What follows belongs to an exercise in optimizing a design on an open flow for small area, a short achievable clock period and few clock cycles; a production flow would make more cautious choices.
The RTL was checked by simulation tests, not by an equivalence proof against the original design.
Power and IR drop assume default switching activity.

==> trial 10 <==
==> flow/design.v <==
package slp_pkg;
  localparam logic [1:0] KIND_INSERT = 2'd0;
  localparam logic [1:0] KIND_DELETE = 2'd1;
  localparam logic [1:0] KIND_SHOW   = 2'd2;
  localparam logic [1:0] STATUS_DONE  = 2'd0;
  localparam logic [1:0] STATUS_FULL  = 2'd1;
  localparam logic [1:0] STATUS_EMPTY = 2'd2;
endpackage
module sorted_list_pool (
  input  logic        clk_i,
  input  logic        rst_ni,
  input  logic        start,
  input  logic [1:0]  in_kind,
  input  logic [31:0] in_value,
  output logic        busy,
  output logic        res_valid_o,
  output logic [1:0]  res_status,
  output logic [3:0]  res_slot,
  output logic [31:0] res_entry_value,
  output logic [4:0]  res_removed,
  output logic        res_last
);
  localparam int N = 16;
  function automatic logic sge(input logic [31:0] a, input logic [31:0] b);
    sge = $signed(a) >= $signed(b);
  endfunction
  function automatic logic atleast3(input logic [N-1:0] x);
    logic [1:0] c;    
    c = 2'd0;
    for (int i = 0; i < N; i++) if (x[i] && c != 2'd3) c = c + 2'd1;
    atleast3 = (c == 2'd3);
  endfunction
  function automatic logic atleast4(input logic [N-1:0] x);
    logic [2:0] c;    
    c = 3'd0;
    for (int i = 0; i < N; i++) if (x[i] && c != 3'd4) c = c + 3'd1;
    atleast4 = (c == 3'd4);
  endfunction
  function automatic logic [4:0] popcnt(input logic [N-1:0] x);
    logic [1:0] p1 [8];
    logic [2:0] p2 [4];
    logic [3:0] p3 [2];
    for (int i = 0; i < 8; i++) p1[i] = {1'b0, x[2*i]} + {1'b0, x[2*i+1]};
    for (int i = 0; i < 4; i++) p2[i] = {1'b0, p1[2*i]} + {1'b0, p1[2*i+1]};
    for (int i = 0; i < 2; i++) p3[i] = {1'b0, p2[2*i]} + {1'b0, p2[2*i+1]};
    popcnt = {1'b0, p3[0]} + {1'b0, p3[1]};
  endfunction
  logic          busy_q;
  logic          accept;
  assign accept = start && !busy_q;
  logic          a_vld_q;
  logic [1:0]    a_kind_q;
  logic [31:0]   a_val_q;
  logic          b_vld_q;
  logic [1:0]    b_kind_q;
  logic [31:0]   b_val_q;
  logic [N-1:0]  ge_q, eq_q;        
  logic          byp_ge_q, byp_eq_q;
  logic [N-1:0]  wr_prev_q;         
  logic          shw_act_q;         
  logic [N-1:0]  rem_q;             
  logic [N-1:0]  used_q;
  logic [31:0]   val_q [N];
  logic [N*N-1:0] m_q;              
  logic [N-1:0]  ge_a, eq_a;
  for (genvar s = 0; s < N; s++) begin : g_cmp
    assign ge_a[s] = sge(val_q[s], a_val_q);
    assign eq_a[s] = (val_q[s] == a_val_q);
  end
  logic is_ins, is_del, is_show, show_first, full, ins_ok;
  assign is_ins     = b_vld_q && (b_kind_q == slp_pkg::KIND_INSERT);
  assign is_del     = b_vld_q && (b_kind_q == slp_pkg::KIND_DELETE);
  assign show_first = b_vld_q && (b_kind_q == slp_pkg::KIND_SHOW);
  assign is_show    = show_first || shw_act_q;
  assign full       = &used_q;
  assign ins_ok     = is_ins && !full;
  logic [N-1:0]  ge, eq;
  assign ge = (ge_q & ~wr_prev_q) | ({N{byp_ge_q}} & wr_prev_q);
  assign eq = (eq_q & ~wr_prev_q) | ({N{byp_eq_q}} & wr_prev_q);
  logic [N-1:0]  fs_oh;
  logic [3:0]    fs;
  assign fs_oh = ~used_q & (used_q + 16'd1);
  always_comb begin
    fs = '0;
    for (int s = 0; s < N; s++) if (fs_oh[s]) fs = fs | 4'(s);
  end
  logic [N-1:0]  cur, sel;
  assign cur = shw_act_q ? rem_q : used_q;
  always_comb begin
    for (int s = 0; s < N; s++) begin
      sel[s] = cur[s];
      for (int t = 0; t < N; t++) begin
        if (t < s) begin
          if (cur[t] && m_q[t*N+s]) sel[s] = 1'b0;
        end else if (t > s) begin
          if (cur[t] && !m_q[s*N+t]) sel[s] = 1'b0;
        end
      end
    end
  end
  logic [31:0]   sel_val;
  logic [3:0]    sel_slot;
  always_comb begin
    sel_val  = '0;
    sel_slot = '0;
    for (int s = 0; s < N; s++) begin
      sel_val  = sel_val  | (sel[s] ? val_q[s] : 32'd0);
      sel_slot = sel_slot | (sel[s] ? 4'(s) : 4'd0);
    end
  end
  logic          cur_empty, cur_one;
  assign cur_empty = ~|cur;
  assign cur_one   = ~cur_empty && ((cur & (cur - 16'd1)) == '0);
  logic [N-1:0]  used_d;
  always_comb begin
    used_d = used_q;
    if (ins_ok)      used_d = used_q | fs_oh;
    else if (is_del) used_d = used_q & ~eq;
  end
  for (genvar s = 0; s < N; s++) begin : g_slot
    always_ff @(posedge clk_i) begin
      if (ins_ok && fs_oh[s]) val_q[s] <= b_val_q;
    end
  end
  always_ff @(posedge clk_i) begin
    for (int s = 0; s < N; s++) begin
      for (int t = s + 1; t < N; t++) begin
        if (ins_ok && fs_oh[s])      m_q[s*N+t] <= ge[t];
        else if (ins_ok && fs_oh[t]) m_q[s*N+t] <= ~ge[s];
      end
    end
  end
  always_ff @(posedge clk_i or negedge rst_ni) begin
    if (!rst_ni) begin
      used_q    <= '0;
      a_vld_q   <= 1'b0;
      b_vld_q   <= 1'b0;
      shw_act_q <= 1'b0;
      busy_q    <= 1'b0;
    end else begin
      used_q    <= used_d;
      a_vld_q   <= accept;
      b_vld_q   <= a_vld_q;
      shw_act_q <= is_show && !cur_empty && !cur_one;
      busy_q    <= (accept && (in_kind == slp_pkg::KIND_SHOW))
                || (a_vld_q && (a_kind_q == slp_pkg::KIND_SHOW) && atleast3(used_d))
                || (is_show && atleast4(cur));
    end
  end
  always_ff @(posedge clk_i) begin
    a_kind_q  <= in_kind;
    a_val_q   <= in_value;
    b_kind_q  <= a_kind_q;
    b_val_q   <= a_val_q;
    ge_q      <= ge_a;
    eq_q      <= eq_a;
    byp_ge_q  <= sge(b_val_q, a_val_q);
    byp_eq_q  <= (b_val_q == a_val_q);
    wr_prev_q <= ins_ok ? fs_oh : '0;
    rem_q     <= cur & ~sel;
  end
  logic        out_vld_q;
  logic [1:0]  out_status_q;
  logic [3:0]  out_slot_q;
  logic [31:0] out_val_q;
  logic [4:0]  out_rem_q;
  logic        out_last_q;
  always_ff @(posedge clk_i or negedge rst_ni) begin
    if (!rst_ni) begin
      out_vld_q <= 1'b0;
    end else begin
      out_vld_q <= b_vld_q || shw_act_q;
    end
  end
  always_ff @(posedge clk_i) begin
    out_status_q <= slp_pkg::STATUS_DONE;
    out_slot_q   <= '0;
    out_val_q    <= '0;
    out_rem_q    <= '0;
    out_last_q   <= 1'b1;
    if (is_ins) begin
      if (full) begin
        out_status_q <= slp_pkg::STATUS_FULL;
      end else begin
        out_slot_q <= fs;
        out_val_q  <= b_val_q;
      end
    end else if (is_del) begin
      out_rem_q <= popcnt(used_q & eq);
    end else if (is_show) begin
      if (cur_empty) begin
        out_status_q <= slp_pkg::STATUS_EMPTY;
      end else begin
        out_slot_q <= sel_slot;
        out_val_q  <= sel_val;
        out_last_q <= cur_one;
      end
    end
  end
  assign busy            = busy_q;
  assign res_valid_o     = out_vld_q;
  assign res_status      = out_status_q;
  assign res_slot        = out_slot_q;
  assign res_entry_value = out_val_q;
  assign res_removed     = out_rem_q;
  assign res_last        = out_last_q;
endmodule
==> flow/run.sh <==
#!/bin/bash
# synth_recipe.tcl (not shown) runs the flow's synth.tcl, then flattens the netlist and writes it again
# the make line also repeats each setting of config.mk as NAME=value (left out here)
make -C /OpenROAD-flow-scripts/flow DESIGN_CONFIG=/design/flow/config.mk WORK_HOME=/design/flow/orfs CLKGATE_MAP_FILE= SYNTH_SCRIPT=/design/flow/synth_recipe.tcl finish
==> flow/config.mk <==
export PLATFORM = sky130hd
export DESIGN_NAME = sorted_list_pool
export DESIGN_NICKNAME = sorted_list_pool
export VERILOG_FILES = /design/flow/design.v
export SDC_FILE = /design/flow/constraint.sdc
export NUM_CORES = 4
export LEC_CHECK = 0
export ABC_CLOCK_PERIOD_IN_PS = 2500
export CAP_MARGIN = 20
export CORE_MARGIN = 2
export CORE_UTILIZATION = 30
export SETUP_SLACK_MARGIN = 5
export SLEW_MARGIN = 20
==> flow/constraint.sdc <==
create_clock -name core_clock -period 8.0 [get_ports {clk_i}]
set_input_delay 1.6000 -clock core_clock [delete_from_list [all_inputs] [get_ports {clk_i}]]
set_output_delay 1.6000 -clock core_clock [all_outputs]
set_load 0.01 [all_outputs]
==> inputs of trial 5, as changes to trial 10 <==
==> flow/design.v, changed modules only <==
module sorted_list_pool (
  input  logic        clk_i,
  input  logic        rst_ni,
  input  logic        start,
  input  logic [1:0]  in_kind,
  input  logic [31:0] in_value,
  output logic        busy,
  output logic        res_valid_o,
  output logic [1:0]  res_status,
  output logic [3:0]  res_slot,
  output logic [31:0] res_entry_value,
  output logic [4:0]  res_removed,
  output logic        res_last
);
  localparam int N = 16;
  function automatic logic sge(input logic [31:0] a, input logic [31:0] b);
    sge = $signed(a) >= $signed(b);
  endfunction
  function automatic logic [3:0] therm4(input logic [N-1:0] x);
    logic [3:0] t [2*N];
    for (int i = 0; i < N; i++) t[N+i] = {3'b000, x[i]};
    for (int i = N - 1; i >= 1; i--) begin
      for (int k = 0; k < 4; k++) begin
        t[i][k] = t[2*i][k] | t[2*i+1][k];
        for (int j = 0; j < k; j++) t[i][k] = t[i][k] | (t[2*i][j] & t[2*i+1][k-1-j]);
      end
    end
    therm4 = t[1];
  endfunction
  function automatic logic [2:0] popcnt4(input logic [3:0] x);
    popcnt4 = {2'b00, x[0]} + {2'b00, x[1]} + {2'b00, x[2]} + {2'b00, x[3]};
  endfunction
  logic          busy_q;
  logic          accept;
  assign accept = start && !busy_q;
  logic [N-1:0]  used_q;
  logic [31:0]   val_q [N];
  logic [N*N-1:0] m_q;              
  logic          a_vld_q;
  logic [1:0]    a_kind_q;
  logic [31:0]   a_val_q;
  logic [N-1:0]  ge_a, eq_a;
  for (genvar s = 0; s < N; s++) begin : g_cmp
    assign ge_a[s] = sge(val_q[s], a_val_q);
    assign eq_a[s] = (val_q[s] == a_val_q);
  end
  logic          b_vld_q;
  logic [1:0]    b_kind_q;
  logic [31:0]   b_val_q;
  logic [N-1:0]  ge_q, eq_q;        
  logic          byp_ge_q, byp_eq_q;
  logic [N-1:0]  wr_prev_q;         
  logic          shw_act_q;         
  logic [N-1:0]  rem_q;             
  logic is_ins, is_del, is_show, full, ins_ok;
  assign is_ins  = b_vld_q && (b_kind_q == slp_pkg::KIND_INSERT);
  assign is_del  = b_vld_q && (b_kind_q == slp_pkg::KIND_DELETE);
  assign is_show = (b_vld_q && (b_kind_q == slp_pkg::KIND_SHOW)) || shw_act_q;
  assign full    = &used_q;
  assign ins_ok  = is_ins && !full;
  logic [N-1:0]  ge, eq;
  assign ge = (ge_q & ~wr_prev_q) | ({N{byp_ge_q}} & wr_prev_q);
  assign eq = (eq_q & ~wr_prev_q) | ({N{byp_eq_q}} & wr_prev_q);
  logic [N-1:0]  fs_oh;
  assign fs_oh = ~used_q & (used_q + 16'd1);
  logic [N-1:0]  cur, sel;
  assign cur = shw_act_q ? rem_q : used_q;
  always_comb begin
    for (int s = 0; s < N; s++) begin
      sel[s] = cur[s];
      for (int t = 0; t < N; t++) begin
        if (t < s) begin
          if (cur[t] && m_q[t*N+s]) sel[s] = 1'b0;
        end else if (t > s) begin
          if (cur[t] && !m_q[s*N+t]) sel[s] = 1'b0;
        end
      end
    end
  end
  logic [3:0]    cur_th;
  assign cur_th = therm4(cur);
  logic [N-1:0]  del_mask, used_d;
  assign del_mask = used_q & eq;
  always_comb begin
    used_d = used_q;
    if (ins_ok)      used_d = used_q | fs_oh;
    else if (is_del) used_d = used_q & ~eq;
  end
  logic [3:0]    used_d_th;
  assign used_d_th = therm4(used_d);
  for (genvar s = 0; s < N; s++) begin : g_slot
    always_ff @(posedge clk_i) begin
      if (ins_ok && fs_oh[s]) val_q[s] <= b_val_q;
    end
  end
  always_ff @(posedge clk_i) begin
    for (int s = 0; s < N; s++) begin
      for (int t = s + 1; t < N; t++) begin
        if (ins_ok && fs_oh[s])      m_q[s*N+t] <= ge[t];
        else if (ins_ok && fs_oh[t]) m_q[s*N+t] <= ~ge[s];
      end
    end
  end
  logic          c_vld_q;
  logic [N-1:0]  c_oh_q;            
  logic [1:0]    c_status_q;
  logic          c_last_q;
  logic [2:0]    c_pc_q [4];              
  always_ff @(posedge clk_i or negedge rst_ni) begin
    if (!rst_ni) begin
      used_q    <= '0;
      a_vld_q   <= 1'b0;
      b_vld_q   <= 1'b0;
      shw_act_q <= 1'b0;
      busy_q    <= 1'b0;
      c_vld_q   <= 1'b0;
    end else begin
      used_q    <= used_d;
      a_vld_q   <= accept;
      b_vld_q   <= a_vld_q;
      shw_act_q <= is_show && cur_th[1];
      busy_q    <= (accept && (in_kind == slp_pkg::KIND_SHOW))
                || (a_vld_q && (a_kind_q == slp_pkg::KIND_SHOW) && used_d_th[2])
                || (is_show && cur_th[3]);
      c_vld_q   <= b_vld_q || shw_act_q;
    end
  end
  always_ff @(posedge clk_i) begin
    a_kind_q  <= in_kind;
    a_val_q   <= in_value;
    b_kind_q  <= a_kind_q;
    b_val_q   <= a_val_q;
    ge_q      <= ge_a;
    eq_q      <= eq_a;
    byp_ge_q  <= sge(b_val_q, a_val_q);
    byp_eq_q  <= (b_val_q == a_val_q);
    wr_prev_q <= ins_ok ? fs_oh : '0;
    rem_q     <= cur & ~sel;
    c_oh_q     <= '0;
    c_status_q <= slp_pkg::STATUS_DONE;
    c_last_q   <= 1'b1;
    for (int i = 0; i < 4; i++) c_pc_q[i] <= '0;
    if (is_ins) begin
      if (full) c_status_q <= slp_pkg::STATUS_FULL;
      else      c_oh_q     <= fs_oh;
    end else if (is_del) begin
      for (int i = 0; i < 4; i++) c_pc_q[i] <= popcnt4(del_mask[4*i +: 4]);
    end else if (is_show) begin
      if (!cur_th[0]) begin
        c_status_q <= slp_pkg::STATUS_EMPTY;
      end else begin
        c_oh_q   <= sel;
        c_last_q <= !cur_th[1];
      end
    end
  end
  logic [31:0]   c_val;
  logic [3:0]    c_slot;
  always_comb begin
    c_val  = '0;
    c_slot = '0;
    for (int s = 0; s < N; s++) begin
      c_val  = c_val  | (c_oh_q[s] ? val_q[s] : 32'd0);
      c_slot = c_slot | (c_oh_q[s] ? 4'(s) : 4'd0);
    end
  end
  logic        out_vld_q;
  logic [1:0]  out_status_q;
  logic [3:0]  out_slot_q;
  logic [31:0] out_val_q;
  logic [4:0]  out_rem_q;
  logic        out_last_q;
  always_ff @(posedge clk_i or negedge rst_ni) begin
    if (!rst_ni) begin
      out_vld_q <= 1'b0;
    end else begin
      out_vld_q <= c_vld_q;
    end
  end
  always_ff @(posedge clk_i) begin
    out_status_q <= c_status_q;
    out_last_q   <= c_last_q;
    out_slot_q   <= c_slot;
    out_val_q    <= c_val;
    out_rem_q    <= ({2'b00, c_pc_q[0]} + {2'b00, c_pc_q[1]})
                  + ({2'b00, c_pc_q[2]} + {2'b00, c_pc_q[3]});
  end
  assign busy            = busy_q;
  assign res_valid_o     = out_vld_q;
  assign res_status      = out_status_q;
  assign res_slot        = out_slot_q;
  assign res_entry_value = out_val_q;
  assign res_removed     = out_rem_q;
  assign res_last        = out_last_q;
endmodule
--- a/flow/config.mk
+++ b/flow/config.mk
@@ -7,3 +7,2 @@
 export LEC_CHECK = 0
-export ABC_CLOCK_PERIOD_IN_PS = 2500
 export CAP_MARGIN = 20
==> notes <==
Trial 5 completed with no timing, DRC or antenna violations. Trial 10 reached the layout checks and failed them: negative setup slack. Of trial 5 and trial 10, trial 10 has the higher global-route usage (gap 0.61 points). In trial 5 the core utilization is lower than in trial 10, by 2.9 points. Synthesized area: trial 5 is smaller than trial 10 (1.9%). In combinational power, trial 10 is at 5.7 times the value of trial 5. Against trial 5, the sequential share of layout area of trial 10 is lower by 5.2 points. Against trial 10, the sequential cell count of trial 5 is higher by 32. In trial 10 the die area is higher than in trial 5, by about 2%.
==> figures <==
Gp weighted congestion: trial 5 0.990; trial 10 0.965
Proportion of netlist area held by the largest area contributor: trial 5 0.427; trial 10 0.419
Slowest cell on the critical path: trial 5 dfxtp_4; trial 10 dfrtp_2
Area of the die: trial 5 0.151 sq mm; trial 10 0.154 sq mm
Multi-input gate share of the layout cell area: trial 5 0.384; trial 10 0.401
DRT met1 WL: trial 5 71500 um; trial 10 73500 um
Critical path startpoint: trial 5 a_val_q[25]; trial 10 shw_act_q
Number of distinct library cells after synthesis: trial 5 78; trial 10 87
Flip-flop and latch area: trial 5 0.0238 sq mm; trial 10 0.0231 sq mm
Clock slew seen by the registers of the worst setup and hold paths: trial 5 70 ps; trial 10 60 ps
DR WL met3: trial 5 17500 um; trial 10 19700 um
Power Internal: trial 5 0.00835 W; trial 10 0.0141 W
Hold Startpoint: trial 5 c_status_q[0]; trial 10 a_val_q[21]
Post-layout total power: trial 5 0.0119 W; trial 10 0.0223 W
First-pass GRT wire length: trial 5 247000 um; trial 10 259000 um
Run status: trial 5 no timing/DRC/antenna violations; trial 10 failed layout checks
Violated checks: trial 5 -; trial 10 negative setup slack
Testbench counts of trial 10, summed over its fixed seeds: cycles 8,453.
Testbench counts of trial 5, summed over its fixed seeds: cycles 8,461.

==> separate check: timing with driven ports <==
In the flow no input, the clock included, has a driving cell. The finished layouts below were timed again as built, in two steps. Step 1 sets driving cells, clkbuf_16 on the clock port and buf_2 on the other inputs (assumed; they add their load-dependent delay and slew). Step 2 adds t to the input delays and takes it off the output delays; t is the mean of the earliest and latest rising clock arrival at the registers after step 1. Input paths then give back, and output paths get back, about the clock's delay inside the block. Three values: ideal, step 1, step 2; two values: the first two.
| run | t (ns) | setup WS [ns] | hold slack, ns | worst slew at a driven data input, ns | cell pins on the clock port's net |
|---|---|---|---|---|---|
| trial 10 | 0.792 | -4.195 / -4.195 / -4.195 | 0.335 / 0.335 / 0.335 | 0.06 | 1 |
| trial 5 | 0.776 | 4.963 / 4.963 / 4.874 | 0.325 / 0.325 / 0.325 | 0.08 | 1 |
For trial 5, which loses most, drivers alone change the setup slack by 0.000 ns; drivers and shift together by -0.089 ns.
